Context: an optimization exercise on an open-source flow, tuned for small area. The choices shown serve that exercise and are no tape-out recipe. Function was checked by simulation only, so behaviour that the tests miss may differ from the original.

==> inputs of job 550 <==
==> flow/design.v <==
`timescale 1ns/1ps
`default_nettype none
module uart_dbg_top #(
  parameter int unsigned CLKS_PER_BIT = 16,
  parameter int unsigned MEM_AW       = 5
) (
  input  logic        clk,
  input  logic        rst_i,
  input  logic        uart_rx_i,
  output logic        uart_tx_o,
  output logic        exec_valid_o,
  output logic [63:0] exec_addr_o,
  input  logic        done_i,
  input  logic [31:0] exit_code_i
);
  logic [2:0] sync_q;
  logic [7:0] rc_q;
  logic [7:0] rxs_q;
  logic       rx_s, fall, rx_idle, rx_tick, rx_valid, rx_shift;
  logic       hp_q, hs_q;
  logic [3:0] rx_k;
  assign rx_s     = sync_q[1];
  assign fall     = sync_q[2] & ~sync_q[1];
  assign rx_idle  = (rc_q == 8'd0);
  assign rx_tick  = (rc_q[3:0] == 4'd8);
  assign rx_k     = rc_q[7:4];
  assign rx_valid = rx_tick && (rx_k == 4'd9) && rx_s;
  always_ff @(posedge clk) begin
    if (rst_i) begin
      sync_q <= 3'b111;
      rc_q   <= 8'd0;
    end else begin
      sync_q <= {sync_q[1:0], uart_rx_i};
      if (rx_idle) begin
        rc_q <= {7'd0, fall};
      end else if (rx_tick && ((rx_k == 4'd0 && rx_s) || rx_k == 4'd9)) begin
        rc_q <= 8'd0;
      end else begin
        rc_q <= rc_q + 8'd1;
      end
    end
  end
  assign rx_shift = rx_tick && rx_k != 4'd0 && rx_k != 4'd9;
  always_ff @(posedge clk) begin
    if (rx_shift || hs_q) begin
      rxs_q <= {rx_s, rxs_q[7:1]};
    end
  end
  logic [7:0] tc_q;
  logic       tx_idle, tx_valid, tx_accept;
  logic [3:0] tx_k;
  logic [55:0] e_q;
  assign tx_idle   = tc_q[7] & tc_q[5];
  assign tx_k      = tc_q[7:4];
  assign tx_accept = tx_valid & tx_idle;
  always_ff @(posedge clk) begin
    if (rst_i) begin
      tc_q <= 8'd160;
    end else if (tx_accept) begin
      tc_q <= 8'd0;
    end else if (!tx_idle) begin
      tc_q <= tc_q + 8'd1;
    end
  end
  always_comb begin
    case (tx_k)
      4'd0:    uart_tx_o = 1'b0;
      4'd1:    uart_tx_o = e_q[0];
      4'd2:    uart_tx_o = e_q[1];
      4'd3:    uart_tx_o = e_q[2];
      4'd4:    uart_tx_o = e_q[3];
      4'd5:    uart_tx_o = e_q[4];
      4'd6:    uart_tx_o = e_q[5];
      4'd7:    uart_tx_o = e_q[6];
      4'd8:    uart_tx_o = e_q[7];
      default: uart_tx_o = 1'b1;
    endcase
  end
  logic [15:0] ring_q [16];
  logic [3:0]  ph_q;
  logic        match, mem_wr;
  logic [4:0]  addr;
  logic [7:0]  ring_byte;
  assign addr      = e_q[36:32];
  assign match     = (ph_q == addr[4:1]);
  assign ring_byte = addr[0] ? ring_q[15][15:8] : ring_q[15][7:0];
  always_ff @(posedge clk) begin
    ph_q <= ph_q + 4'd1;
    for (int i = 1; i < 16; i++) ring_q[i] <= ring_q[i-1];
    if (mem_wr) begin
      ring_q[0] <= addr[0] ? {rxs_q, ring_q[15][7:0]} : {ring_q[15][15:8], rxs_q};
    end else begin
      ring_q[0] <= ring_q[15];
    end
  end
  typedef enum logic [2:0] {
    S_IDLE, S_HDR, S_ACK, S_WRITE, S_RD, S_LACK, S_LEOT, S_EOC
  } state_e;
  state_e      state_q;
  logic        is_x_q, is_w_q;
  logic [3:0]  cnt_q;
  logic [31:0] exit_q;
  logic        pend_q;
  logic        wpend_q;
  logic [15:0] len;
  logic        len_zero, len_one;
  logic        dp_q, act_q, bw_q, len_ev, ph_last;
  logic        hdr_shift, hdr_last, rd_cap;
  logic [7:0]  tx_byte;
  assign len      = e_q[55:40];
  assign len_zero = (len == 16'd0);
  assign len_one  = (len == 16'd1);
  assign hdr_shift = (state_q == S_HDR) && rx_valid &&
                     (is_x_q ? (cnt_q < 4'd7) : (cnt_q == 4'd0 || cnt_q == 4'd8 || cnt_q == 4'd9));
  assign hdr_last  = is_x_q ? (cnt_q == 4'd7) : (cnt_q == 4'd15);
  assign mem_wr    = wpend_q && match;
  assign rd_cap    = (state_q == S_RD) && (tx_k == 4'd9) && match;
  assign tx_valid = (state_q == S_ACK) || (state_q == S_RD) || (state_q == S_LACK) ||
                    (state_q == S_LEOT) || (state_q == S_EOC);
  always_comb begin
    tx_byte = 8'h06;
    if (state_q == S_LEOT) tx_byte = 8'h04;
    if (state_q == S_EOC) begin
      case (cnt_q[2:0])
        3'd0:    tx_byte = 8'h14;
        3'd1:    tx_byte = exit_q[7:0];
        3'd2:    tx_byte = exit_q[15:8];
        3'd3:    tx_byte = exit_q[23:16];
        default: tx_byte = exit_q[31:24];
      endcase
    end
  end
  always_ff @(posedge clk) begin
    if (rst_i) begin
      state_q <= S_IDLE;
      pend_q  <= 1'b0;
    end else begin
      if (done_i && state_q != S_EOC) begin
        exit_q <= exit_code_i;
        pend_q <= 1'b1;
      end
      case (state_q)
        S_IDLE: begin
          if (rx_valid) begin
            if (rxs_q == 8'h06) begin
              state_q <= S_LACK;
            end else if (rxs_q == 8'h11 || rxs_q == 8'h12 || rxs_q == 8'h13) begin
              is_x_q  <= rxs_q[0] & rxs_q[1];
              is_w_q  <= rxs_q[1] & ~rxs_q[0];
              cnt_q   <= 4'd0;
              state_q <= S_HDR;
            end
          end else if (pend_q) begin
            pend_q  <= 1'b0;
            cnt_q   <= 4'd0;
            state_q <= S_EOC;
          end
        end
        S_HDR: begin
          if (rx_valid) begin
            cnt_q <= cnt_q + 4'd1;
            if (hdr_last) state_q <= S_ACK;
          end
        end
        S_ACK: begin
          if (is_x_q)        state_q <= S_IDLE;
          else if (len_zero) state_q <= S_LEOT;
          else if (is_w_q)   state_q <= S_WRITE;
          else               state_q <= S_RD;
        end
        S_WRITE: begin
          if (rx_valid && len_one) state_q <= S_LEOT;
        end
        S_RD: begin
          if (tx_accept && len_one) state_q <= S_LEOT;
        end
        S_LACK, S_LEOT: begin
          if (tx_accept) state_q <= S_IDLE;
        end
        default: begin
          if (tx_accept) begin
            if (cnt_q == 4'd4) state_q <= S_IDLE;
            else               cnt_q   <= cnt_q + 4'd1;
          end
        end
      endcase
    end
  end
  always_ff @(posedge clk) begin
    if (mem_wr) begin
      wpend_q <= 1'b0;
    end else if (state_q == S_WRITE && rx_valid) begin
      wpend_q <= 1'b1;
    end
  end
  always_ff @(posedge clk) begin
    if (ph_q[2:0] == 3'd7) hs_q <= hp_q;
    if (hdr_shift)                hp_q <= 1'b1;
    else if (ph_q[2:0] == 3'd7)   hp_q <= 1'b0;
  end
  assign ph_last = (ph_q == 4'd15);
  assign len_ev  = (state_q == S_WRITE && rx_valid) || (state_q == S_RD && tx_accept);
  always_ff @(posedge clk) begin
    if (ph_last) act_q <= dp_q;
    if (len_ev)       dp_q <= 1'b1;
    else if (ph_last) dp_q <= 1'b0;
    bw_q <= ph_last | (bw_q & ~e_q[40]);
  end
  always_ff @(posedge clk) begin
    if (hs_q || act_q) begin
      e_q[55]    <= act_q ? (e_q[40] ^ bw_q) : rxs_q[0];
      e_q[54:40] <= e_q[55:41];
    end
    if (hs_q) begin
      e_q[39:37] <= e_q[40:38];
      e_q[31:8]  <= e_q[32:9];
    end
    if (hs_q) begin
      e_q[36:32] <= e_q[37:33];
    end else if (mem_wr || (state_q == S_RD && tx_accept)) begin
      e_q[36:32] <= addr + 5'd1;
    end
    if (hs_q) begin
      e_q[7:0] <= e_q[8:1];
    end else if (rd_cap) begin
      e_q[7:0] <= ring_byte;
    end else if (tx_accept && state_q != S_RD) begin
      e_q[7:0] <= tx_byte;
    end
  end
  assign exec_valid_o = (state_q == S_ACK) && is_x_q;
  assign exec_addr_o  = {rxs_q, e_q};
endmodule
`default_nettype wire
==> flow/flow/run.sh <==
#!/bin/bash
set -euo pipefail
bash standard.sh synth > synth.log 2>&1
export BUFFER_PORTS_ARGS="-buffer_cell sky130_fd_sc_hd__buf_1"
export CTS_ARGS="-sink_clustering_enable -repair_clock_nets -dont_use_dummy_load -buf_list {sky130_fd_sc_hd__clkbuf_8} -root_buf sky130_fd_sc_hd__clkbuf_8 -sink_clustering_size 22 -sink_clustering_max_diameter 40"
bash standard.sh finish > finish.log 2>&1
==> flow/standard.sh <==
#!/bin/bash
# synth_recipe.tcl (not shown) runs the flow's synth.tcl, then flattens the netlist and writes it again
# the make line also repeats each setting of config.mk as NAME=value (left out here)
make -C /OpenROAD-flow-scripts/flow DESIGN_CONFIG=/design/flow/config.mk WORK_HOME=/design/flow/orfs CLKGATE_MAP_FILE= SYNTH_SCRIPT=/design/flow/synth_recipe.tcl "${@:-finish}"
==> flow/config.mk <==
export PLATFORM = sky130hd
export DESIGN_NAME = uart_dbg_top
export DESIGN_NICKNAME = uart_dbg_top
export VERILOG_FILES = /design/flow/design.v
export SDC_FILE = /design/flow/constraint.sdc
export NUM_CORES = 4
export LEC_CHECK = 0
export CAP_MARGIN = 20
export CORE_MARGIN = 2
export CORE_UTILIZATION = 75
export SLEW_MARGIN = 20
==> flow/constraint.sdc <==
create_clock -name core_clock -period 10.0 [get_ports {clk}]
set_input_delay 2.0000 -clock core_clock [delete_from_list [all_inputs] [get_ports {clk}]]
set_output_delay 2.0000 -clock core_clock [all_outputs]
set_load 0.01 [all_outputs]
==> job 3048 (differences from job 550) <==
==> flow/flow/run.sh (replaced) <==
#!/bin/bash
set -euo pipefail
bash standard.sh synth > synth.log 2>&1
export BUFFER_PORTS_ARGS="-buffer_cell sky130_fd_sc_hd__buf_1"
export CTS_ARGS="-sink_clustering_enable -repair_clock_nets -dont_use_dummy_load -buf_list {sky130_fd_sc_hd__clkbuf_8} -root_buf sky130_fd_sc_hd__clkbuf_8 -sink_clustering_size 24 -sink_clustering_max_diameter 35"
bash standard.sh finish > finish.log 2>&1
CORE_UTILIZATION = 80   (was 75)
==> job 6430 (differences from job 550) <==
==> flow/flow/run.sh (replaced) <==
#!/bin/bash
set -euo pipefail
bash standard.sh synth > synth.log 2>&1
export BUFFER_PORTS_ARGS="-buffer_cell sky130_fd_sc_hd__buf_1"
export CTS_ARGS="-sink_clustering_enable -repair_clock_nets -dont_use_dummy_load -buf_list {sky130_fd_sc_hd__clkbuf_8} -root_buf sky130_fd_sc_hd__clkbuf_8 -sink_clustering_size 20 -sink_clustering_max_diameter 60"
export RECOVER_POWER=100
bash standard.sh finish > finish.log 2>&1
CORE_UTILIZATION = 65   (was 75)
==> results.txt <==
- Job 6430 ran to the end with violations: capacitance limit, slew limit. Job 3048 finished with timing, DRC and antenna clean. Job 550 finished clean.
- Of job 550 and job 6430, job 550 has the higher routed wire length (gap 20%, measured against job 6430).
- In flip-flop and latch count, job 3048 and job 550 do not differ.
- Against job 6430, the cell count of job 550 is lower by 2.7%.
- Synthesized area is the same in job 6430 and job 550.

afterwards: timing with drivers on the ports:
The results above use ideal ports. As a check the final layouts listed here were re-extracted and re-timed, cells and wires unchanged. Step 1 (the two cells are an assumption about what drives the block):
set clk [get_ports {clk}]
set_driving_cell -lib_cell sky130_fd_sc_hd__clkbuf_16 $clk
set_driving_cell -lib_cell sky130_fd_sc_hd__buf_2 [delete_from_list [all_inputs] $clk]
Step 2 moves the port delays by t, midway between the first and last clock arrival at a register: inputs arrive t later, outputs are due t later. That takes back most of the time a late clock gives input paths. Three values: ideal ports, drivers, drivers and shift; two values: the first two.
run | t, ns | setup WS [ns] | clock arrival spread, ns | worst register clock-pin slew, ns
job 550 | 0.606 | 5.983 / 5.946 / 6.552 | 0.074 / 0.074 | 0.12 / 0.12
job 3048 | 0.576 | 5.571 / 5.533 / 6.109 | 0.053 / 0.052 | 0.11 / 0.11
job 6430 | 0.567 | 5.991 / 5.954 / 5.842 | 0.046 / 0.046 | 0.12 / 0.12
The setup slack of job 6430, which loses most, moves by -0.037 ns with the drivers and by -0.149 ns with both steps.
